What follows belongs to an exercise in optimizing a design on an open flow for small area; a production flow would make more cautious choices. The RTL was checked by simulation tests, not by an equivalence proof against the original design. No activity file was given, so power comes from the tool's default toggle rates.

job 9873:
Design regfile_ctx, start of the top module:
module regfile_ctx #(
  parameter int DATA_W   = 32,
  parameter int NREGS    = 16,
  parameter int NPRED    = 4,
  parameter int CTX_REGS = 8
) (
  input  logic                     clk,
  input  logic                     rst,
  input  logic [$clog2(NREGS)-1:0] rin0,
  output logic [DATA_W-1:0]        rout0,
  input  logic [$clog2(NREGS)-1:0] rin1,
  output logic [DATA_W-1:0]        rout1,
  input  logic                     wen0,
  input  logic [$clog2(NREGS)-1:0] win0,
  input  logic [DATA_W-1:0]        wdata0,
  input  logic [$clog2(NPRED)-1:0] rpred,
  output logic                     predout,
  input  logic                     wpreden,
  input  logic [$clog2(NPRED)-1:0] wpred,
  input  logic                     write_pred_value,
  input  logic                     ctx_load_start,
  input  logic                     ctx_load_valid,
  input  logic [DATA_W-1:0]        ctx_load_data,
  output logic                     ctx_load_ready,
  input  logic                     ctx_save_start,
  output logic                     ctx_save_valid,
  output logic [DATA_W-1:0]        ctx_save_data,
  input  logic                     ctx_save_ready,
  output logic                     busy,
  output logic                     ctx_done
);
export LEC_CHECK = 0
export CAP_MARGIN = 20
export CORE_MARGIN = 2
export CORE_UTILIZATION = 60
export SLEW_MARGIN = 20
create_clock -name core_clock -period 6.0 [get_ports {clk}]
standard.sh (not shown) runs the stock make flow with config.mk's settings and CLKGATE_MAP_FILE= SYNTH_SCRIPT=/design/flow/synth_recipe.tcl, a recipe that flattens the netlist after the stock synthesis.
==> flow/flow/run.sh <==
#!/bin/bash
set -euo pipefail
W=$PWD
R=orfs/results/$FLOW_PLATFORM/regfile_ctx/base

flops() {
  # "instance type" for every flip-flop of a synthesized netlist, sorted
  python3 - "$1" <<'PY'
import re, sys
txt = open(sys.argv[1]).read()
out = []
for m in re.finditer(r'^\s*(sky130_fd_sc_hd__(\w+?))\s+(\\\S+|\S+)\s*\(', txt, re.M):
    t = m.group(2)
    if re.match(r'(s?e?df|dl)', t):
        out.append(m.group(3) + ' ' + re.sub(r'_\d+$', '', t))
print('\n'.join(sorted(out)))
PY
}

# 1. standard synthesis, for reference
bash standard.sh synth > log_synth_standard.txt 2>&1
flops $R/1_2_yosys.v > flops_standard.txt
mv orfs orfs_standard

# 2. the same synthesis with the area-oriented ABC script
cp -r "$FLOW_HOME/scripts" "$W/scripts_area"
cp "$W/flow/abc_area_map.script" "$W/scripts_area/abc_speed.script"
if bash standard.sh SCRIPTS_DIR="$W/scripts_area" ADDER_MAP_FILE= synth > log_synth_area.txt 2>&1 \
   && flops $R/1_2_yosys.v > flops_area.txt \
   && cmp -s flops_standard.txt flops_area.txt; then
  echo "using area-mapped synthesis" > synth_choice.txt
  rm -rf orfs_standard
else
  echo "registers differ or synthesis failed: using the standard synthesis" > synth_choice.txt
  rm -rf orfs
  mv orfs_standard orfs
fi
rm -rf "$W/scripts_area"

# 3. the rest of the standard flow, up to clock tree synthesis
vars_of() { grep -v '^\s*#' "$1" | grep -v '^\s*$' || true; }
mapfile -t VARS < <(vars_of flow/layout_vars)
bash standard.sh "${VARS[@]}" cts > log_layout.txt 2>&1
# 4. routing and the final steps, with extra settings (flow/route_vars)
mapfile -t RVARS < <(vars_of flow/route_vars)
bash standard.sh "${VARS[@]}" "${RVARS[@]}" finish > log_route.txt 2>&1
==> flow/flow/abc_area_map.script <==
&get -n
&st
&nf -a -p -F 8 -A 6 -C 32
&put
==> flow/flow/layout_vars <==
BUFFER_PORTS_ARGS=-buffer_cell sky130_fd_sc_hd__buf_1
CTS_ARGS=-sink_clustering_enable -repair_clock_nets -dont_use_dummy_load -buf_list {sky130_fd_sc_hd__clkbuf_8} -sink_clustering_size 16 -sink_clustering_max_diameter 80
==> flow/flow/route_vars <==
# one ORFS make variable per line, added for global routing and later steps
CAP_MARGIN=5
SLEW_MARGIN=5
Job 9873 reached the final stage; the timing, DRC and antenna checks on its layout passed.
Input-level comparison between job 8356 and job 9873:
diff --git a/flow/flow/run.sh b/flow/flow/run.sh
--- a/flow/flow/run.sh
+++ b/flow/flow/run.sh
@@ -39,8 +39,4 @@
 
-# 3. the rest of the standard flow, up to clock tree synthesis
-vars_of() { grep -v '^\s*#' "$1" | grep -v '^\s*$' || true; }
-mapfile -t VARS < <(vars_of flow/layout_vars)
-bash standard.sh "${VARS[@]}" cts > log_layout.txt 2>&1
-# 4. routing and the final steps, with extra settings (flow/route_vars)
-mapfile -t RVARS < <(vars_of flow/route_vars)
-bash standard.sh "${VARS[@]}" "${RVARS[@]}" finish > log_route.txt 2>&1
+# 3. the rest of the standard flow
+mapfile -t VARS < <(grep -v '^\s*#' flow/layout_vars | grep -v '^\s*$' || true)
+bash standard.sh "${VARS[@]}" finish > log_layout.txt 2>&1
==> flow/flow/layout_vars <==
BUFFER_PORTS_ARGS=-buffer_cell sky130_fd_sc_hd__buf_1
CTS_ARGS=-sink_clustering_enable -repair_clock_nets -dont_use_dummy_load -buf_list {sky130_fd_sc_hd__clkbuf_8} -sink_clustering_size 16 -sink_clustering_max_diameter 50
removed: flow/flow/route_vars
## What came out
- Job 8356: PASS, flow complete, no timing, DRC or antenna violations
- Job 9873 → job 8356: routed wire length increased 0.34%, routed length on met3 increased 560 microns, final setup slack of the worst path decreased 0.049 ns.
- Job 8356 vs job 9873: highest cell delay on the worst timing path down in job 8356
- Reported for job 9873 and job 8356, count of state elements after synthesis turned out identical to the last digit.
- Worst slack on hold paths, job 9873 and job 8356: larger value in job 9873
## Diff of input files: job 5112 against job 8356
==> flow/flow/layout_vars <==
BUFFER_PORTS_ARGS=-buffer_cell sky130_fd_sc_hd__buf_1
CTS_ARGS=-sink_clustering_enable -repair_clock_nets -dont_use_dummy_load -buf_list {sky130_fd_sc_hd__clkbuf_8} -sink_clustering_size 16 -sink_clustering_max_diameter 80
## What came out
Between job 8356 and job 5112, the difference in H-tree depth is negligible. The run with more setup slack is job 5112; job 8356 has less. Comparing share of total power in combinational logic for job 8356 and job 5112, the smaller number came from job 8356.

regfile_ctx, a different RTL version from the one above (not shown whole).
For scale: roughly 530 flip-flops, roughly 190 I/O pins.
export LEC_CHECK = 0
export CAP_MARGIN = 20
export CORE_MARGIN = 2
export CORE_UTILIZATION = 60
export SLEW_MARGIN = 20
create_clock -name core_clock -period 6.0 [get_ports {clk}]
==> flow/flow/run.sh <==
#!/bin/bash
# Own layout flow: the standard ORFS flow (standard.sh) with two changes:
#  1. synthesis maps logic with an area-oriented ABC script (flow/abc_area_map.script)
#     instead of ORFS's delay-oriented one; everything before ABC, including the
#     flip-flop mapping and register names, is the standard synthesis. The flow
#     checks that its registers match the standard synthesis's (names and cell
#     types) and falls back to the standard synthesis if they do not.
#  2. extra ORFS make variables for the layout steps (flow/layout_vars).
# Each tool's output goes to a log file in this folder (and ORFS's own logs
# under orfs/logs).
set -euo pipefail
W=$PWD
R=orfs/results/$FLOW_PLATFORM/regfile_ctx/base

flops() {
  # "instance type" for every flip-flop of a synthesized netlist, sorted
  python3 - "$1" <<'PY'
import re, sys
txt = open(sys.argv[1]).read()
out = []
for m in re.finditer(r'^\s*(sky130_fd_sc_hd__(\w+?))\s+(\\\S+|\S+)\s*\(', txt, re.M):
    t = m.group(2)
    if re.match(r'(s?e?df|dl)', t):
        out.append(m.group(3) + ' ' + re.sub(r'_\d+$', '', t))
print('\n'.join(sorted(out)))
PY
}

# 1. standard synthesis, for reference
bash standard.sh synth > log_synth_standard.txt 2>&1
flops $R/1_2_yosys.v > flops_standard.txt
mv orfs orfs_standard

# 2. the same synthesis with the area-oriented ABC script
cp -r "$FLOW_HOME/scripts" "$W/scripts_area"
cp "$W/flow/abc_area_map.script" "$W/scripts_area/abc_speed.script"
if bash standard.sh SCRIPTS_DIR="$W/scripts_area" synth > log_synth_area.txt 2>&1 \
   && flops $R/1_2_yosys.v > flops_area.txt \
   && cmp -s flops_standard.txt flops_area.txt; then
  echo "using area-mapped synthesis" > synth_choice.txt
  rm -rf orfs_standard
else
  echo "registers differ or synthesis failed: using the standard synthesis" > synth_choice.txt
  rm -rf orfs
  mv orfs_standard orfs
fi
rm -rf "$W/scripts_area"

# 3. the rest of the standard flow
mapfile -t VARS < <(grep -v '^\s*#' flow/layout_vars | grep -v '^\s*$' || true)
bash standard.sh "${VARS[@]}" finish > log_layout.txt 2>&1
==> flow/flow/abc_area_map.script <==
&get -n
&st
&dch
&nf -a
&st
&dch
&nf -a
&put
==> flow/flow/layout_vars <==
BUFFER_PORTS_ARGS=-buffer_cell sky130_fd_sc_hd__buf_1
CTS_ARGS=-sink_clustering_enable -repair_clock_nets -dont_use_dummy_load -buf_list {sky130_fd_sc_hd__clkbuf_8} -sink_clustering_size 16 -sink_clustering_max_diameter 50
Change:
==> flow/flow/layout_vars (replaced) <==
BUFFER_PORTS_ARGS=-buffer_cell sky130_fd_sc_hd__buf_1
CTS_ARGS=-sink_clustering_enable -repair_clock_nets -dont_use_dummy_load -buf_list {sky130_fd_sc_hd__clkbuf_8} -sink_clustering_size 20 -sink_clustering_max_diameter 60
=>
- The new run produced a clean layout
- total power is lower by a few percent
- die area stays the same
- non-clock buffer count does not change
- cell area drops slightly
- routed wire length decreases slightly
- count of clock-buffer cells in the layout decreases by 12
- setup slack is better by 0.044 ns
Change:
==> flow/run.sh (new file) <==
#!/bin/bash
# synth_recipe.tcl (not shown) runs the flow's synth.tcl, then flattens the netlist and writes it again
# the make line also repeats each setting of config.mk as NAME=value (left out here)
make -C /OpenROAD-flow-scripts/flow DESIGN_CONFIG=/design/flow/config.mk WORK_HOME=/design/flow/orfs CLKGATE_MAP_FILE= SYNTH_SCRIPT=/design/flow/synth_recipe.tcl finish
removed: flow/flow/run.sh
removed: flow/flow/abc_area_map.script
removed: flow/flow/layout_vars
removed: flow/standard.sh
What happened: The changed run ran to the end with no violations. Hold slack gains 0.021 ns. Total power goes up by 30%. Design area came out higher by 16%. Non-clock buffer count is lower by 12. Combinational power came out higher by 60%.

[what the ideal ports hide]
The results above use ideal ports. As a check the final layouts listed here were re-extracted and re-timed, cells and wires unchanged.
Step 1, drivers: a clkbuf_16 drives clk and a buf_2 each remaining input, both assumed.
Step 2 also shifts input and output timing later by t, the mid clock arrival at the registers, as if the neighbouring blocks saw the same clock.
a / b / c = no drivers / after step 1 / after step 2; a / b = the first two.
run	t (ns)	setup slack, ns	clock arrival spread, ns	cell pins on the clock port's net
job 9873	0.670	1.676 / 1.625 / 2.295	0.056 / 0.056	1
job 8356	0.691	1.627 / 1.573 / 2.264	0.068 / 0.068	1
job 5112	0.667	1.640 / 1.588 / 2.255	0.058 / 0.059	1
the first run of note 2	0.706	1.345 / 1.291 / 1.997	0.060 / 0.060	1
the second run of note 2	0.681	1.389 / 1.338 / 2.019	0.061 / 0.060	1
the third run of note 2	0.662	0.644 / 0.588 / 1.250	0.022 / 0.022	1
After both steps setup and hold are still met in every run listed.
